This design comes from an exercise in tuning for small area, a short achievable clock period and few clock cycles on the open sky130 flow, not from production work.
RTL that was checked went through simulation tests only; none was proved equivalent to the original.
Power and IR drop assume default switching activity.

Design nice_core_top, start of the top module:
module nice_core_top (
   input  logic                  custom_mem_op,
   input  logic                  nice_rst_n,
   output logic                  nice_active,
   output logic                  nice_mem_holdup,
   input  logic                  nice_req_valid,
   output logic                  nice_req_ready,
   input  logic [32-1:0] nice_req_inst,
   input  logic [32-1:0] nice_req_rs1,
   input  logic [32-1:0] nice_req_rs2,
   output logic                  nice_rsp_valid,
   input  logic                  nice_rsp_ready,
   output logic [32-1:0] nice_rsp_rdat,
   output logic                  nice_rsp_err,
   output logic                  nice_icb_cmd_valid,
   input  logic                  nice_icb_cmd_ready,
   output logic [32-1:0] nice_icb_cmd_addr,
   output logic                  nice_icb_cmd_read,
   output logic [32-1:0] nice_icb_cmd_wdata,
   output logic [1:0]            nice_icb_cmd_size,
   input  logic                  nice_icb_rsp_valid,
   output logic                  nice_icb_rsp_ready,
   input  logic [32-1:0] nice_icb_rsp_rdata,
   input  logic                  nice_icb_rsp_err
);
Size in the first run: about 1200 flip-flops, ~240 I/O pins, about 33000 µm² of cells after synthesis.
Settings: LEC_CHECK=0, CAP_MARGIN=20, CORE_MARGIN=2, CORE_UTILIZATION=40, CTS_BUF_LIST=sky130_fd_sc_hd__clkbuf_4 sky130_fd_sc_hd__clkbuf_8 sky130_fd_sc_hd__clkbuf_16, CTS_CLUSTER_DIAMETER=80, CTS_CLUSTER_SIZE=30, SETUP_SLACK_MARGIN=4.15, SLEW_MARGIN=20; clock period 7.5 ns.
standard.sh (not shown) runs the stock make flow with config.mk's settings and CLKGATE_MAP_FILE= SYNTH_SCRIPT=/design/flow/synth_recipe.tcl, a recipe that flattens the netlist after the stock synthesis.
==> flow/flow/run.sh <==
#!/bin/bash
# The standard layout, with the smallest buffer on every port instead of
# the default port buffer cell; each tool's output goes to its own log here
set -euo pipefail
bash standard.sh BUFFER_PORTS_ARGS="-buffer_cell sky130_fd_sc_hd__buf_1" finish > standard_make.log 2>&1
Testbench counts at the start, summed over its fixed seeds: cycles 9,854.
Change:
Settings changed: CTS_BUF_LIST sky130_fd_sc_hd__clkbuf_4 sky130_fd_sc_hd__clkbuf_8 sky130_fd_sc_hd__clkbuf_16 to sky130_fd_sc_hd__clkbuf_8 sky130_fd_sc_hd__clkbuf_16, CTS_CLUSTER_DIAMETER 80 to 85, CTS_CLUSTER_SIZE 30 to 32, GPL_ROUTABILITY_DRIVEN from default to 0.
Via count goes down by 0.80%.
Hold slack is better by 0.010 ns.
Count of clock-buffer cells in the layout drops by 15.
Register-to-register slack is better by 0.04 ns.
Sequential power hardly moves.
Maximum frequency stays flat.
Power came out lower by 2.0%.
Design area goes down by 0.39%.
Utilization came out lower by 0.17 points.
Clock power falls by about 6%.
Change:
Settings changed: GPL_ROUTABILITY_DRIVEN 0 to default.
Outcome: Clock power stays flat; worst hold slack improved by 0.0069 ns; total power barely changes; maximum frequency barely changes; wire length rises by 1.2%; global-route usage stays flat; sequential share of layout area is higher by 0.10 points; non-clock buffer count is lower by 2; core utilization barely changes; sequential power is about the same.
Change:
Settings changed: CTS_BUF_LIST sky130_fd_sc_hd__clkbuf_8 sky130_fd_sc_hd__clkbuf_16 to sky130_fd_sc_hd__clkbuf_4 sky130_fd_sc_hd__clkbuf_8 sky130_fd_sc_hd__clkbuf_16, CTS_CLUSTER_DIAMETER 85 to 80, CTS_CLUSTER_SIZE 32 to 30, SETUP_SLACK_MARGIN 4.15 to 4.1.
Outcome: The new run finished clean. Routed wire length shrinks slightly. Final cell count hardly moves. Sequential cell count does not change.

========
old:
Starting RTL as in the previous note.
clock: 7.5 ns
lec_check: 0
cap_margin: 20
core_margin: 2
core_utilization: 40
cts_buf_list: sky130_fd_sc_hd__clkbuf_4 sky130_fd_sc_hd__clkbuf_8 sky130_fd_sc_hd__clkbuf_16
cts_cluster_diameter: 80
cts_cluster_size: 30
setup_slack_margin: 4.22
slew_margin: 20
Scripts as last shown in full above: flow/flow/run.sh
Testbench counts of old, summed over its fixed seeds: cycles 9,854.
diff inputs: old => new
Settings: SETUP_SLACK_MARGIN: 4.22 -> 4.15; PLACE_DENSITY: unset -> 0.5; CTS_BUF_LIST: sky130_fd_sc_hd__clkbuf_4 sky130_fd_sc_hd__clkbuf_8 sky130_fd_sc_hd__clkbuf_16 -> sky130_fd_sc_hd__clkbuf_8 sky130_fd_sc_hd__clkbuf_16; CTS_CLUSTER_DIAMETER: 80 -> 85; CTS_CLUSTER_SIZE: 30 -> 32.
### Flow results
Going from old to new, number of nets in the finished design now sits at about the same level, area of the placeable core held, synthesis-to-finish area growth dropped 0.66 points, detailed-route vias per instance went down, worst reg-to-reg setup slack now smaller. For power per cell area, old and new come out practically identical.

========
v6:
Another version of the RTL of nice_core_top (not shown whole).
For scale: about 2700 cells after synthesis, ~34000 µm² of cells after synthesis.
Settings: LEC_CHECK=0, CAP_MARGIN=20, CORE_MARGIN=2, CORE_UTILIZATION=70, CTS_BUF_LIST=sky130_fd_sc_hd__clkbuf_4 sky130_fd_sc_hd__clkbuf_8 sky130_fd_sc_hd__clkbuf_16, CTS_CLUSTER_DIAMETER=80, CTS_CLUSTER_SIZE=30, PLACE_DENSITY=0.8, SETUP_SLACK_MARGIN=4.0, SLEW_MARGIN=20; clock period 7.5 ns.
Scripts as last shown in full above: flow/flow/run.sh
Testbench counts of v6, summed over its fixed seeds: cycles 9,854.
### v6 -> v7
- changing CTS_CLUSTER_SIZE from 30 to 32
- changing CTS_BUF_LIST from sky130_fd_sc_hd__clkbuf_4 sky130_fd_sc_hd__clkbuf_8 sky130_fd_sc_hd__clkbuf_16 to sky130_fd_sc_hd__clkbuf_8 sky130_fd_sc_hd__clkbuf_16
- changing CORE_UTILIZATION from 70 to 40
- removing PLACE_DENSITY (formerly 0.8)
- changing CTS_CLUSTER_DIAMETER from 80 to 85
Results
On post-route worst setup slack, v7 and v6 are neck and neck. v7 | stages: all done | timing, DRC, antenna: all pass. As far as portion of the layout cell area used by clock cells is concerned, v6 and v7 perform about the same. The area inside the core boundary number comes out lower for v6 vs v7. The number of DRC markers after the initial detailed-route iteration of v7 was superior to that of v6. Summary: worst-case vdd ir drop, v7 better than v6. Share of the final layout cell area in sequential cells, v7 and v6: higher on v6. Compared with v6, in v7 static leakage barely changed, detailed-placement wirelength estimate climbed 1800 µm, number of global-route vias before repair dropped 3.0%, average wire length per cell after detail routing dropped 10%, power consumption climbed 0.42%.

========
Setup of run A:
Another version of the RTL of nice_core_top (not shown whole).
For scale: roughly 1200 flip-flops, about 240 I/O pins.
## nice_core_top
module nice_core_top (
   input  logic                  custom_mem_op,
   input  logic                  nice_rst_n,
   output logic                  nice_active,
   output logic                  nice_mem_holdup,
   input  logic                  nice_req_valid,
   output logic                  nice_req_ready,
   input  logic [32-1:0] nice_req_inst,
   input  logic [32-1:0] nice_req_rs1,
   input  logic [32-1:0] nice_req_rs2,
   output logic                  nice_rsp_valid,
   input  logic                  nice_rsp_ready,
   output logic [32-1:0] nice_rsp_rdat,
   output logic                  nice_rsp_err,
   output logic                  nice_icb_cmd_valid,
   input  logic                  nice_icb_cmd_ready,
   output logic [32-1:0] nice_icb_cmd_addr,
   output logic                  nice_icb_cmd_read,
   output logic [32-1:0] nice_icb_cmd_wdata,
   output logic [1:0]            nice_icb_cmd_size,
   input  logic                  nice_icb_rsp_valid,
   output logic                  nice_icb_rsp_ready,
   input  logic [32-1:0] nice_icb_rsp_rdata,
   input  logic                  nice_icb_rsp_err
);
   localparam logic [1:0] K_LA = 2'd0, K_LB = 2'd1, K_LP = 2'd2, K_ST = 2'd3;
   localparam logic [1:0] Q_ILL = 2'd0, Q_MEM = 2'd1, Q_WK = 2'd2;
   logic rst;
   assign rst = ~nice_rst_n;
   logic [2:0]            ph;
   logic                  zact;
   logic [2:0]            zcnt;
   logic                  pk_v, pk_mem, pk_wk, pk_ill;
   logic [1:0]            pk_k;
   logic                  rdy_a, rdy_m, iss_go, act_q;
   logic [1:0]            rob_k [4];
   logic                  rob_d [4];
   logic                  rob_e [4];
   logic [1:0]            rob_hd, rob_tl;
   logic [2:0]            rob_n;
   logic                  q0_v, q1_v;
  ...
export LEC_CHECK = 0
export CAP_MARGIN = 20
export CORE_MARGIN = 2
export CORE_UTILIZATION = 40
export SETUP_SLACK_MARGIN = 4.3
export SLEW_MARGIN = 20
create_clock -name core_clock -period 7.5 [get_ports {custom_mem_op}]
run.sh (not shown) runs the stock make flow with config.mk's settings and CLKGATE_MAP_FILE= SYNTH_SCRIPT=/design/flow/synth_recipe.tcl, a recipe that flattens the netlist after the stock synthesis.
Stock flow here: none of the scripts above is used.
No stage failed in run A, and the final checks on the layout all came back clean.
> inputs changed (run A -> run B)
Settings: SETUP_SLACK_MARGIN changed from 4.3 to 4.0; PLACE_DENSITY newly set to 0.75; CORE_UTILIZATION changed from 40 to 65.
==> comparison <==
- | global routing met3 resource utilization | run B vs run A | 1.1 points higher |
- Sort run B and run A by clock power share, descending, and run A comes first.
- [run B vs run A] peak ir drop on the vdd network: higher in run B
- Capturing instance or port of the critical path = nice_req_ready: run B; capturing instance or port of the critical path = rdy_m: run A
No functional check of the RTL was part of any run of this note.

========
Another version of the RTL of nice_core_top (not shown whole).
For scale: roughly 2600 cells after synthesis, ~1200 flip-flops, roughly 240 I/O pins, roughly 33000 um2 of cells after synthesis.
Settings: LEC_CHECK=0, CAP_MARGIN=20, CORE_MARGIN=2, CORE_UTILIZATION=40, CTS_BUF_LIST=sky130_fd_sc_hd__clkbuf_4 sky130_fd_sc_hd__clkbuf_8 sky130_fd_sc_hd__clkbuf_16, CTS_CLUSTER_DIAMETER=80, CTS_CLUSTER_SIZE=30, SETUP_SLACK_MARGIN=4.15, SLEW_MARGIN=20; clock period 7.5 ns.
standard.sh (not shown) runs the stock make flow with config.mk's settings and CLKGATE_MAP_FILE= SYNTH_SCRIPT=/design/flow/synth_recipe.tcl, a recipe that flattens the netlist after the stock synthesis.
Scripts as last shown in full above: flow/flow/run.sh
The baseline passed the timing, design-rule and antenna checks.
Change:
--- a/flow/config.mk
+++ b/flow/config.mk
@@ -10,5 +10,5 @@
 export CORE_UTILIZATION = 40
-export CTS_BUF_LIST = sky130_fd_sc_hd__clkbuf_4 sky130_fd_sc_hd__clkbuf_8 sky130_fd_sc_hd__clkbuf_16
-export CTS_CLUSTER_DIAMETER = 80
-export CTS_CLUSTER_SIZE = 30
+export CTS_BUF_LIST = sky130_fd_sc_hd__clkbuf_8 sky130_fd_sc_hd__clkbuf_16
+export CTS_CLUSTER_DIAMETER = 85
+export CTS_CLUSTER_SIZE = 32
 export SETUP_SLACK_MARGIN = 4.15
The new run completed with no timing, DRC or antenna violations.
Die area stays the same.
Non-clock buffer count came out lower by 7.
Core utilization came out lower by 0.36 points.
No run of this note included a check of the RTL's function; only the layout flow was run.

========
nice_core_top, a different RTL version from the one above (not shown whole).
For scale: ~2600 cells after synthesis, ~1200 flip-flops, ~240 I/O pins, roughly 33000 sq um of cells after synthesis.
==> flow/design.v (excerpt) <==
module nice_core_top (
   input  logic                  custom_mem_op,
   input  logic                  nice_rst_n,
   output logic                  nice_active,
   output logic                  nice_mem_holdup,
   input  logic                  nice_req_valid,
   output logic                  nice_req_ready,
   input  logic [32-1:0] nice_req_inst,
   input  logic [32-1:0] nice_req_rs1,
   input  logic [32-1:0] nice_req_rs2,
   output logic                  nice_rsp_valid,
   input  logic                  nice_rsp_ready,
   output logic [32-1:0] nice_rsp_rdat,
   output logic                  nice_rsp_err,
   output logic                  nice_icb_cmd_valid,
   input  logic                  nice_icb_cmd_ready,
   output logic [32-1:0] nice_icb_cmd_addr,
   output logic                  nice_icb_cmd_read,
   output logic [32-1:0] nice_icb_cmd_wdata,
   output logic [1:0]            nice_icb_cmd_size,
   input  logic                  nice_icb_rsp_valid,
   output logic                  nice_icb_rsp_ready,
   input  logic [32-1:0] nice_icb_rsp_rdata,
   input  logic                  nice_icb_rsp_err
);
clock: 7.5 ns
lec_check: 0
cap_margin: 20
core_margin: 2
core_utilization: 40
cts_buf_list: sky130_fd_sc_hd__clkbuf_4 sky130_fd_sc_hd__clkbuf_8 sky130_fd_sc_hd__clkbuf_16
cts_cluster_diameter: 80
cts_cluster_size: 30
setup_slack_margin: 4.3
slew_margin: 20
Scripts as last shown in full above: flow/flow/run.sh
Rerun with:
SETUP_SLACK_MARGIN = 4.0   (was 4.3)
- sequential cell count stays the same
- sequential power barely changes
- core utilization drops by 1.7 points
- synthesized cell count does not change
- cell count went down by 1.4%
- worst setup slack got worse by 0.027 ns
- count of clock-buffer cells in the layout falls by 4
- sequential share of layout area climbs by 2.4 points
- fmax fell by 0.80%
No functional check of the RTL was part of any run of this note.

========
## willow
RTL: one of the versions met above, not the one the previous note started from.
Size in the first run: ~1,200 flip-flops.
export LEC_CHECK = 0
export CAP_MARGIN = 20
export CORE_MARGIN = 2
export CORE_UTILIZATION = 40
export CTS_BUF_LIST = sky130_fd_sc_hd__clkbuf_16
export CTS_CLUSTER_DIAMETER = 85
export CTS_CLUSTER_SIZE = 32
export SETUP_SLACK_MARGIN = 4.0
export SLEW_MARGIN = 20
create_clock -name core_clock -period 7.5 [get_ports {custom_mem_op}]
Scripts as last shown in full above: flow/flow/run.sh
Testbench counts of willow, summed over its fixed seeds: cycles 9,854.
Relative to willow, the following input files were edited for maple:
- a change of CTS_BUF_LIST from sky130_fd_sc_hd__clkbuf_16 to sky130_fd_sc_hd__clkbuf_8 sky130_fd_sc_hd__clkbuf_16
- a change of CTS_CLUSTER_SIZE from 32 to 34
- a change of CTS_CLUSTER_DIAMETER from 85 to 90
Results
maple went all the way through the flow, and no timing, DRC or antenna check failed. Looking at the reports, willow completed the entire flow and the layout it produced met the timing, design-rule and antenna checks. Via count of the routed design: maple vs willow down 72. Summary of maple over willow: total wire length after detailed routing shows a reduction of 0.42%; sum of internal, switching and leakage power shrank by about 1.6%; peak clock frequency supported by timing stayed essentially flat; share of synthesized area spent on multiplexers was more or less identical. On maple: signed area change from the synthesized netlist to the final layout is 0.52 points lower than what willow gave. Delta (maple minus willow): global routing usage on met1 went down; design area dropped about 0.5%; clock network area share lost 0.42 points; actual slew at the worst max-slew pin higher.

========
nice_core_top with an RTL version that a note above also has.
Size: about 2,800 cells after synthesis, ~1,200 flip-flops, about 240 I/O pins, ~0.035 mm^2 of cells after synthesis.
make LEC_CHECK=0 CAP_MARGIN=20 CORE_MARGIN=2 CORE_UTILIZATION=40 CTS_BUF_LIST=sky130_fd_sc_hd__clkbuf_16 CTS_CLUSTER_DIAMETER=80 CTS_CLUSTER_SIZE=30 SETUP_SLACK_MARGIN=4.0 SLEW_MARGIN=20 finish   # period 7.5 ns
run.sh (not shown) runs the stock make flow with config.mk's settings and CLKGATE_MAP_FILE= SYNTH_SCRIPT=/design/flow/synth_recipe.tcl, a recipe that flattens the netlist after the stock synthesis.
Stock flow here: none of the scripts above is used.
The baseline passed the timing, design-rule and antenna checks.
Change:
Settings changed: CTS_BUF_LIST sky130_fd_sc_hd__clkbuf_16 to sky130_fd_sc_hd__clkbuf_8, CTS_CLUSTER_DIAMETER 80 to 50, CTS_CLUSTER_SIZE 30 to 18.
What happened:
- combinational power is higher by 11%
- total power is higher by 3.7%
- design area is higher by 1.0%
- routed wire length is higher by 2.4%
- synthesized cell count does not change
- worst hold slack improves by 19 ps
No functional check of the RTL was part of any run of this note.

========
Setup of the previous run:
RTL: one of the versions met above, not the one the previous note started from.
Size: roughly 2700 cells after synthesis, ~34000 um2 of cells after synthesis.
// nice_core_top
module nice_core_top (
   input  logic                  custom_mem_op,
   input  logic                  nice_rst_n,
   output logic                  nice_active,
   output logic                  nice_mem_holdup,
   input  logic                  nice_req_valid,
   output logic                  nice_req_ready,
   input  logic [32-1:0] nice_req_inst,
   input  logic [32-1:0] nice_req_rs1,
   input  logic [32-1:0] nice_req_rs2,
   output logic                  nice_rsp_valid,
   input  logic                  nice_rsp_ready,
   output logic [32-1:0] nice_rsp_rdat,
   output logic                  nice_rsp_err,
   output logic                  nice_icb_cmd_valid,
   input  logic                  nice_icb_cmd_ready,
   output logic [32-1:0] nice_icb_cmd_addr,
   output logic                  nice_icb_cmd_read,
   output logic [32-1:0] nice_icb_cmd_wdata,
   output logic [1:0]            nice_icb_cmd_size,
   input  logic                  nice_icb_rsp_valid,
   output logic                  nice_icb_rsp_ready,
   input  logic [32-1:0] nice_icb_rsp_rdata,
   input  logic                  nice_icb_rsp_err
);
export LEC_CHECK = 0
export CAP_MARGIN = 20
export CORE_MARGIN = 2
export CORE_UTILIZATION = 55
export CTS_BUF_LIST = sky130_fd_sc_hd__clkbuf_4 sky130_fd_sc_hd__clkbuf_8 sky130_fd_sc_hd__clkbuf_16
export CTS_CLUSTER_DIAMETER = 80
export CTS_CLUSTER_SIZE = 30
export PLACE_DENSITY = 0.7
export SETUP_SLACK_MARGIN = 4.0
export SLEW_MARGIN = 20
create_clock -name core_clock -period 7.5 [get_ports {custom_mem_op}]
standard.sh (not shown) runs the stock make flow with config.mk's settings and CLKGATE_MAP_FILE= SYNTH_SCRIPT=/design/flow/synth_recipe.tcl, a recipe that flattens the netlist after the stock synthesis.
Scripts as last shown in full above: flow/flow/run.sh
Per the final summary, the previous run finished and its layout is clean on timing, DRC and antenna.
Testbench counts of the previous run, summed over its fixed seeds: cycles 9,854.
Modified inputs, the current run compared to the previous run
- removing PLACE_DENSITY (formerly 0.7)
- changing CORE_UTILIZATION from 55 to 40
Results
Power is higher on the current run. Highest routed metal layer = met5: the current run; highest routed metal layer = met4: the previous run. Compared with the previous run, in the current run number of antenna violations at the first check in global routing up 2, final worst-path cycle share flat, detailed-placement wirelength estimate up about 5%, horizontal die dimension up about 17%, clock sink count flat.

-- static timing again, ports no longer ideal --
The results above use ideal ports. As a check the final layouts listed here were re-extracted and re-timed, cells and wires unchanged.
Step 1 assumes that a clkbuf_16 drives the clock port and a buf_2 every other input.
Step 2 moves the port delays by t, midway between the first and last clock arrival at a register: inputs arrive t later, outputs are due t later. That takes back most of the time a late clock gives input paths.
a / b / c = ideal ports / drivers / drivers and shift; a / b = the first two.
run	t (ns)	slack for setup (ns)	cell pins on the clock port's net
the first run of note 1	0.669	4.168 / 4.129 / 3.728	1
the second run of note 1	0.672	4.170 / 4.132 / 3.704	1
the third run of note 1	0.676	4.169 / 4.129 / 3.724	1
the fourth run of note 1	0.668	4.117 / 4.094 / 3.684	1
old	0.669	4.170 / 4.130 / 3.764	1
new	0.683	4.169 / 4.131 / 3.867	1
v6	0.678	4.028 / 3.994 / 3.767	1
v7	0.679	4.027 / 3.995 / 3.797	1
run A	0.717	3.888 / 3.867 / 3.202	1
run B	0.728	3.815 / 3.774 / 3.197	1
the first run of note 5	0.691	4.156 / 4.122 / 3.761	1
the second run of note 5	0.683	4.140 / 4.122 / 3.771	1
the first run of note 6	0.690	4.124 / 4.083 / 3.840	1
the second run of note 6	0.676	4.097 / 4.045 / 3.722	1
willow	0.679	4.027 / 3.995 / 3.797	1
maple	0.672	4.030 / 3.998 / 3.556	1
the first run of note 8	0.713	3.886 / 3.856 / 3.214	1
the second run of note 8	0.770	3.913 / 3.882 / 3.187	1
the previous run	0.677	4.029 / 3.998 / 3.684	1
the current run	0.689	4.031 / 3.999 / 3.524	1
After both steps setup and hold are still met in every run listed. The setup slack of the second run of note 8, which loses most, moves by -0.031 ns with the drivers and by -0.726 ns with both steps.
